Background: an optimization exercise with open tools, aiming at small area and a short achievable clock period. Do not read the settings as production practice. In this exercise RTL edits were held to simulation tests only and were not proved equivalent to the original.

==> job 4308: inputs <==
## arrmul
module arrmul (
  input  logic         clk,
  input  logic         reset,
  input  logic [0:127] reg_A,
  input  logic [0:127] reg_B,
  input  logic [0:1]   ctrl_ww,
  input  logic [0:4]   alu_op,
  output logic [0:127] result
);
  logic [31:0] prod [4];
  logic [0:127] nxt;
  for (genvar k = 0; k < 4; k++) begin : g_lane
    mul16_lane u_mul (
      .xa(reg_A[32*k +: 32]), .xb(reg_B[32*k +: 32]), .ctrl_ww(ctrl_ww), .alu_op(alu_op), .p(prod[k])
    );
  end
  assign nxt = {prod[0], prod[1], prod[2], prod[3]};
  always_ff @(posedge clk or negedge reset) begin
    if (!reset) result <= '0;
    else result <= nxt;
  end
endmodule
clock: 15.0 ns
lec_check: 0
cap_margin: 20
core_margin: 2
core_utilization: 40
slew_margin: 20
synth_hierarchical: 1
standard.sh (not shown) runs the stock make flow with config.mk's settings and CLKGATE_MAP_FILE= SYNTH_SCRIPT=/design/flow/synth_recipe.tcl, a recipe that flattens the netlist after the stock synthesis.
==> flow/flow/run.sh <==
#!/bin/bash
# Standard ORFS layout with extra make settings from flow/make_args.txt (one VAR=value per
# line): the port buffers' cell and timing-repair margins. make's full output goes to make.log.
set -euo pipefail
args=()
while IFS= read -r line; do
  [[ -z "$line" || "$line" == \#* ]] && continue
  args+=("$line")
done < flow/make_args.txt
bash standard.sh "${args[@]}" finish > make.log 2>&1
==> flow/flow/make_args.txt <==
BUFFER_PORTS_ARGS=-buffer_cell sky130_fd_sc_hd__buf_1
SETUP_SLACK_MARGIN=7
==> inputs of job 8518, as changes to job 4308 <==
--- a/flow/design.v
+++ b/flow/design.v
@@ -29,39 +29,29 @@
   assign co = a & b;
 endmodule
 module mul16_lane (
   input  logic [31:0] xa,
   input  logic [31:0] xb,
-  input  logic [0:1]  ctrl_ww,
-  input  logic [0:4]  alu_op,
+  input  logic        sel_e,     
+  input  logic        sel_o,     
+  input  logic        sel_e16,   
+  input  logic        sel_e8,    
+  input  logic        sel_o16,   
+  input  logic        sel_o8,    
+  input  logic        sv,        
+  input  logic        s8,        
+  input  logic        s16,       
   output logic [31:0] p
 );
-  logic mul, w8, w16, odd, sgn, valid, sv, s8, s16;
-  logic sel_e, sel_o, sel_e16, sel_e8, sel_o16, sel_o8;
-  assign mul = alu_op[0:2] == 3'b100;   
-  assign w8 = ctrl_ww == 2'd0;
-  assign w16 = ctrl_ww == 2'd1;
-  assign sgn = alu_op[3];
-  assign odd = alu_op[4];
-  assign sel_e = ~odd;
-  assign sel_o = odd;
-  assign sel_e16 = ~odd & ctrl_ww[1];
-  assign sel_e8 = ~odd & ~ctrl_ww[1];
-  assign sel_o16 = odd & ctrl_ww[1];
-  assign sel_o8 = odd & ~ctrl_ww[1];
-  assign valid = mul & (w8 | w16);
-  assign sv = mul & sgn & (w8 | w16);
-  assign s8 = mul & sgn & w8;
-  assign s16 = mul & sgn & w16;
   logic [15:0] a, b, ag, bg;
   logic [31:0] x, y, sum;
   assign a[15:8] = ({8{sel_e}} & xa[31:24]) | ({8{sel_o16}} & xa[15:8]) | ({8{sel_o8}} & xa[23:16]);
   assign a[7:0] = ({8{sel_o}} & xa[7:0]) | ({8{sel_e16}} & xa[23:16]) | ({8{sel_e8}} & xa[15:8]);
-  assign b[15:8] = {8{valid}} & (({8{sel_e}} & xb[31:24]) | ({8{sel_o16}} & xb[15:8]) | ({8{sel_o8}} & xb[23:16]));
-  assign b[7:0] = {8{valid}} & (({8{sel_o}} & xb[7:0]) | ({8{sel_e16}} & xb[23:16]) | ({8{sel_e8}} & xb[15:8]));
+  assign b[15:8] = ({8{sel_e}} & xb[31:24]) | ({8{sel_o16}} & xb[15:8]) | ({8{sel_o8}} & xb[23:16]);
+  assign b[7:0] = ({8{sel_o}} & xb[7:0]) | ({8{sel_e16}} & xb[23:16]) | ({8{sel_e8}} & xb[15:8]);
   assign ag = {8'h00, ({8{sel_o16}} & xa[7:0]) | ({8{sel_e16}} & xa[23:16])};
-  assign bg = {8'h00, {8{valid}} & (({8{sel_o16}} & xb[7:0]) | ({8{sel_e16}} & xb[23:16]))};
+  assign bg = {8'h00, ({8{sel_o16}} & xb[7:0]) | ({8{sel_e16}} & xb[23:16])};
   logic pp1, pp2, pp3, pp4, pp5, pp6, pp7, pp8, pp9, pp10, pp11, pp12, pp13, pp14, pp15, pp16;
   logic pp17, pp18, pp19, pp20, pp21, pp22, pp23, pp24, pp25, pp26, pp27, pp28, pp29, pp30, pp31, pp32;
   logic pp33, pp34, pp35, pp36, pp37, pp38, pp39, pp40, pp41, pp42, pp43, pp44, pp45, pp46, pp47, pp48;
   logic pp49, pp50, pp51, pp52, pp53, pp54, pp55, pp56, pp57, pp58, pp59, pp60, pp61, pp62, pp63, pp64;
   logic pp65, pp66, pp67, pp68, pp69, pp70, pp71, pp72, pp73, pp74, pp75, pp76, pp77, pp78, pp79, pp80;
@@ -833,15 +823,33 @@
   input  logic [0:127] reg_B,
   input  logic [0:1]   ctrl_ww,
   input  logic [0:4]   alu_op,
   output logic [0:127] result
 );
+  logic        mul, w8, w16, sgn, odd;
+  logic        sel_e, sel_o, sel_e16, sel_e8, sel_o16, sel_o8, sv, s8, s16;
   logic [31:0] prod [4];
   logic [0:127] nxt;
+  assign mul = alu_op[0:2] == 3'b100;   
+  assign w8 = ctrl_ww == arrmul_pkg::w8;
+  assign w16 = ctrl_ww == arrmul_pkg::w16;
+  assign sgn = alu_op[3];
+  assign odd = alu_op[4];
+  assign sel_e = mul & ~odd & (w8 | w16);
+  assign sel_o = mul & odd & (w8 | w16);
+  assign sel_e16 = mul & ~odd & w16;
+  assign sel_e8 = mul & ~odd & w8;
+  assign sel_o16 = mul & odd & w16;
+  assign sel_o8 = mul & odd & w8;
+  assign sv = mul & sgn & (w8 | w16);
+  assign s8 = mul & sgn & w8;
+  assign s16 = mul & sgn & w16;
   for (genvar k = 0; k < 4; k++) begin : g_lane
     mul16_lane u_mul (
-      .xa(reg_A[32*k +: 32]), .xb(reg_B[32*k +: 32]), .ctrl_ww(ctrl_ww), .alu_op(alu_op), .p(prod[k])
+      .xa(reg_A[32*k +: 32]), .xb(reg_B[32*k +: 32]),
+      .sel_e(sel_e), .sel_o(sel_o), .sel_e16(sel_e16), .sel_e8(sel_e8), .sel_o16(sel_o16), .sel_o8(sel_o8),
+      .sv(sv), .s8(s8), .s16(s16), .p(prod[k])
     );
   end
   assign nxt = {prod[0], prod[1], prod[2], prod[3]};
   always_ff @(posedge clk or negedge reset) begin
     if (!reset) result <= '0;
==> flow/flow/make_args.txt (replaced) <==
BUFFER_PORTS_ARGS=-buffer_cell sky130_fd_sc_hd__buf_1
SETUP_SLACK_MARGIN=5
==> inputs of job 5319, as changes to job 4308 <==
--- a/flow/design.v
+++ b/flow/design.v
@@ -29,39 +29,30 @@
   assign co = a & b;
 endmodule
 module mul16_lane (
   input  logic [31:0] xa,
   input  logic [31:0] xb,
-  input  logic [0:1]  ctrl_ww,
-  input  logic [0:4]  alu_op,
+  input  logic        sel_e,     
+  input  logic        sel_o,     
+  input  logic        sel_e16,   
+  input  logic        sel_e8,    
+  input  logic        sel_o16,   
+  input  logic        sel_o8,    
+  input  logic        valid,     
+  input  logic        sv,        
+  input  logic        s8,        
+  input  logic        s16,       
   output logic [31:0] p
 );
-  logic mul, w8, w16, odd, sgn, valid, sv, s8, s16;
-  logic sel_e, sel_o, sel_e16, sel_e8, sel_o16, sel_o8;
-  assign mul = alu_op[0:2] == 3'b100;   
-  assign w8 = ctrl_ww == 2'd0;
-  assign w16 = ctrl_ww == 2'd1;
-  assign sgn = alu_op[3];
-  assign odd = alu_op[4];
-  assign sel_e = ~odd;
-  assign sel_o = odd;
-  assign sel_e16 = ~odd & ctrl_ww[1];
-  assign sel_e8 = ~odd & ~ctrl_ww[1];
-  assign sel_o16 = odd & ctrl_ww[1];
-  assign sel_o8 = odd & ~ctrl_ww[1];
-  assign valid = mul & (w8 | w16);
-  assign sv = mul & sgn & (w8 | w16);
-  assign s8 = mul & sgn & w8;
-  assign s16 = mul & sgn & w16;
   logic [15:0] a, b, ag, bg;
   logic [31:0] x, y, sum;
   assign a[15:8] = ({8{sel_e}} & xa[31:24]) | ({8{sel_o16}} & xa[15:8]) | ({8{sel_o8}} & xa[23:16]);
   assign a[7:0] = ({8{sel_o}} & xa[7:0]) | ({8{sel_e16}} & xa[23:16]) | ({8{sel_e8}} & xa[15:8]);
-  assign b[15:8] = {8{valid}} & (({8{sel_e}} & xb[31:24]) | ({8{sel_o16}} & xb[15:8]) | ({8{sel_o8}} & xb[23:16]));
-  assign b[7:0] = {8{valid}} & (({8{sel_o}} & xb[7:0]) | ({8{sel_e16}} & xb[23:16]) | ({8{sel_e8}} & xb[15:8]));
+  assign b[15:8] = ({8{sel_e}} & xb[31:24]) | ({8{sel_o16}} & xb[15:8]) | ({8{sel_o8}} & xb[23:16]);
+  assign b[7:0] = ({8{sel_o}} & xb[7:0]) | ({8{sel_e16}} & xb[23:16]) | ({8{sel_e8}} & xb[15:8]);
   assign ag = {8'h00, ({8{sel_o16}} & xa[7:0]) | ({8{sel_e16}} & xa[23:16])};
-  assign bg = {8'h00, {8{valid}} & (({8{sel_o16}} & xb[7:0]) | ({8{sel_e16}} & xb[23:16]))};
+  assign bg = {8'h00, ({8{sel_o16}} & xb[7:0]) | ({8{sel_e16}} & xb[23:16])};
   logic pp1, pp2, pp3, pp4, pp5, pp6, pp7, pp8, pp9, pp10, pp11, pp12, pp13, pp14, pp15, pp16;
   logic pp17, pp18, pp19, pp20, pp21, pp22, pp23, pp24, pp25, pp26, pp27, pp28, pp29, pp30, pp31, pp32;
   logic pp33, pp34, pp35, pp36, pp37, pp38, pp39, pp40, pp41, pp42, pp43, pp44, pp45, pp46, pp47, pp48;
   logic pp49, pp50, pp51, pp52, pp53, pp54, pp55, pp56, pp57, pp58, pp59, pp60, pp61, pp62, pp63, pp64;
   logic pp65, pp66, pp67, pp68, pp69, pp70, pp71, pp72, pp73, pp74, pp75, pp76, pp77, pp78, pp79, pp80;
@@ -822,26 +813,45 @@
   assign ps16_30 = ps8_30 & ps8_15;
   logic gs16_31, ps16_31;
   assign gs16_31 = gs8_31 | (ps8_31 & gs8_15);
   assign ps16_31 = ps8_31 & ps8_15;
   assign sum = {p0[31] ^ gs16_30, p0[30] ^ gs16_29, p0[29] ^ gs16_28, p0[28] ^ gs16_27, p0[27] ^ gs16_26, p0[26] ^ gs16_25, p0[25] ^ gs16_24, p0[24] ^ gs16_23, p0[23] ^ gs16_22, p0[22] ^ gs16_21, p0[21] ^ gs16_20, p0[20] ^ gs16_19, p0[19] ^ gs16_18, p0[18] ^ gs16_17, p0[17] ^ gs16_16, p0[16] ^ gs8_15, p0[15] ^ gs8_14, p0[14] ^ gs8_13, p0[13] ^ gs8_12, p0[12] ^ gs8_11, p0[11] ^ gs8_10, p0[10] ^ gs8_9, p0[9] ^ gs8_8, p0[8] ^ gs4_7, p0[7] ^ gs4_6, p0[6] ^ gs4_5, p0[5] ^ gs4_4, p0[4] ^ gs2_3, p0[3] ^ gs2_2, p0[2] ^ gs1_1, p0[1] ^ g0[0], p0[0]};
-  assign p = {sum[31] ^ sv, sum[30:16], sum[15] ^ s8, sum[14:0]};
+  assign p = {32{valid}} & {sum[31] ^ sv, sum[30:16], sum[15] ^ s8, sum[14:0]};
 endmodule
 module arrmul (
   input  logic         clk,
   input  logic         reset,
   input  logic [0:127] reg_A,
   input  logic [0:127] reg_B,
   input  logic [0:1]   ctrl_ww,
   input  logic [0:4]   alu_op,
   output logic [0:127] result
 );
+  logic        mul, w8, w16, sgn, odd, valid;
+  logic        sel_e, sel_o, sel_e16, sel_e8, sel_o16, sel_o8, sv, s8, s16;
   logic [31:0] prod [4];
   logic [0:127] nxt;
+  assign mul = alu_op[0:2] == 3'b100;   
+  assign w8 = ctrl_ww == arrmul_pkg::w8;
+  assign w16 = ctrl_ww == arrmul_pkg::w16;
+  assign sgn = alu_op[3];
+  assign odd = alu_op[4];
+  assign sel_e = ~odd;
+  assign sel_o = odd;
+  assign sel_e16 = ~odd & ctrl_ww[1];
+  assign sel_e8 = ~odd & ~ctrl_ww[1];
+  assign sel_o16 = odd & ctrl_ww[1];
+  assign sel_o8 = odd & ~ctrl_ww[1];
+  assign valid = mul & (w8 | w16);
+  assign sv = sgn;
+  assign s8 = sgn & ~ctrl_ww[1];
+  assign s16 = sgn & ctrl_ww[1];
   for (genvar k = 0; k < 4; k++) begin : g_lane
     mul16_lane u_mul (
-      .xa(reg_A[32*k +: 32]), .xb(reg_B[32*k +: 32]), .ctrl_ww(ctrl_ww), .alu_op(alu_op), .p(prod[k])
+      .xa(reg_A[32*k +: 32]), .xb(reg_B[32*k +: 32]),
+      .sel_e(sel_e), .sel_o(sel_o), .sel_e16(sel_e16), .sel_e8(sel_e8), .sel_o16(sel_o16), .sel_o8(sel_o8),
+      .valid(valid), .sv(sv), .s8(s8), .s16(s16), .p(prod[k])
     );
   end
   assign nxt = {prod[0], prod[1], prod[2], prod[3]};
   always_ff @(posedge clk or negedge reset) begin
     if (!reset) result <= '0;
==> flow/flow/make_args.txt (replaced) <==
BUFFER_PORTS_ARGS=-buffer_cell sky130_fd_sc_hd__buf_1
SETUP_SLACK_MARGIN=6
==> run notes <==
starting density of the core 40.2%; met3 layer wire length in the routed design 10.4 mm; post-synthesis compound-gate area fraction 6.83%; Post-Syn Instances 3604; result of the run finished clean; mean instance size in the synthesized netlist 9.64 µm²
-- figures above: job 4308

==> run notes <==
mean instance size in the synthesized netlist 10.1 µm²; starting density of the core 40.5%; post-synthesis compound-gate area fraction 10.2%; data-path buffer share of cell area in the final layout 9.10%; met3 layer wire length in the routed design 11.5 mm; Post-Syn Instances 3372; result of the run finished clean
-- figures above: job 5319

==> run notes <==
result of the run finished clean; starting density of the core 40.5%; mean instance size in the synthesized netlist 10.2 µm²; Post-Syn Instances 3260; met3 layer wire length in the routed design 11.0 mm
-- figures above: job 8518

[what the ideal ports hide]
The flow's constraints put no driver on any port. The routed layouts listed below were extracted and timed again, unchanged, in two steps. Step 1: set_driving_cell puts a clkbuf_16 on clk and a buf_2 on each other input, an assumption about the parent block. Step 2 moves the port delays by t, midway between the first and last clock arrival at a register: inputs arrive t later, outputs are due t later. That takes back most of the time a late clock gives input paths. Slacks: ideal / step 1 / step 2; pairs: ideal / step 1.
run	t (ns)	setup slack, ns	worst setup path at the end	worst slew at a driven data input, ns	pins driven straight from the clock port
job 4308	0.572	6.578 / 6.437 / 5.865	input to register	0.28	1
job 8518	0.572	5.266 / 5.314 / 4.742	input to register	0.06	1
job 5319	0.564	6.024 / 6.045 / 5.481	input to register	0.08	1
After both steps setup and hold are still met in every run listed. The setup slack of job 4308, which loses most, moves by -0.141 ns with the drivers and by -0.713 ns with both steps.
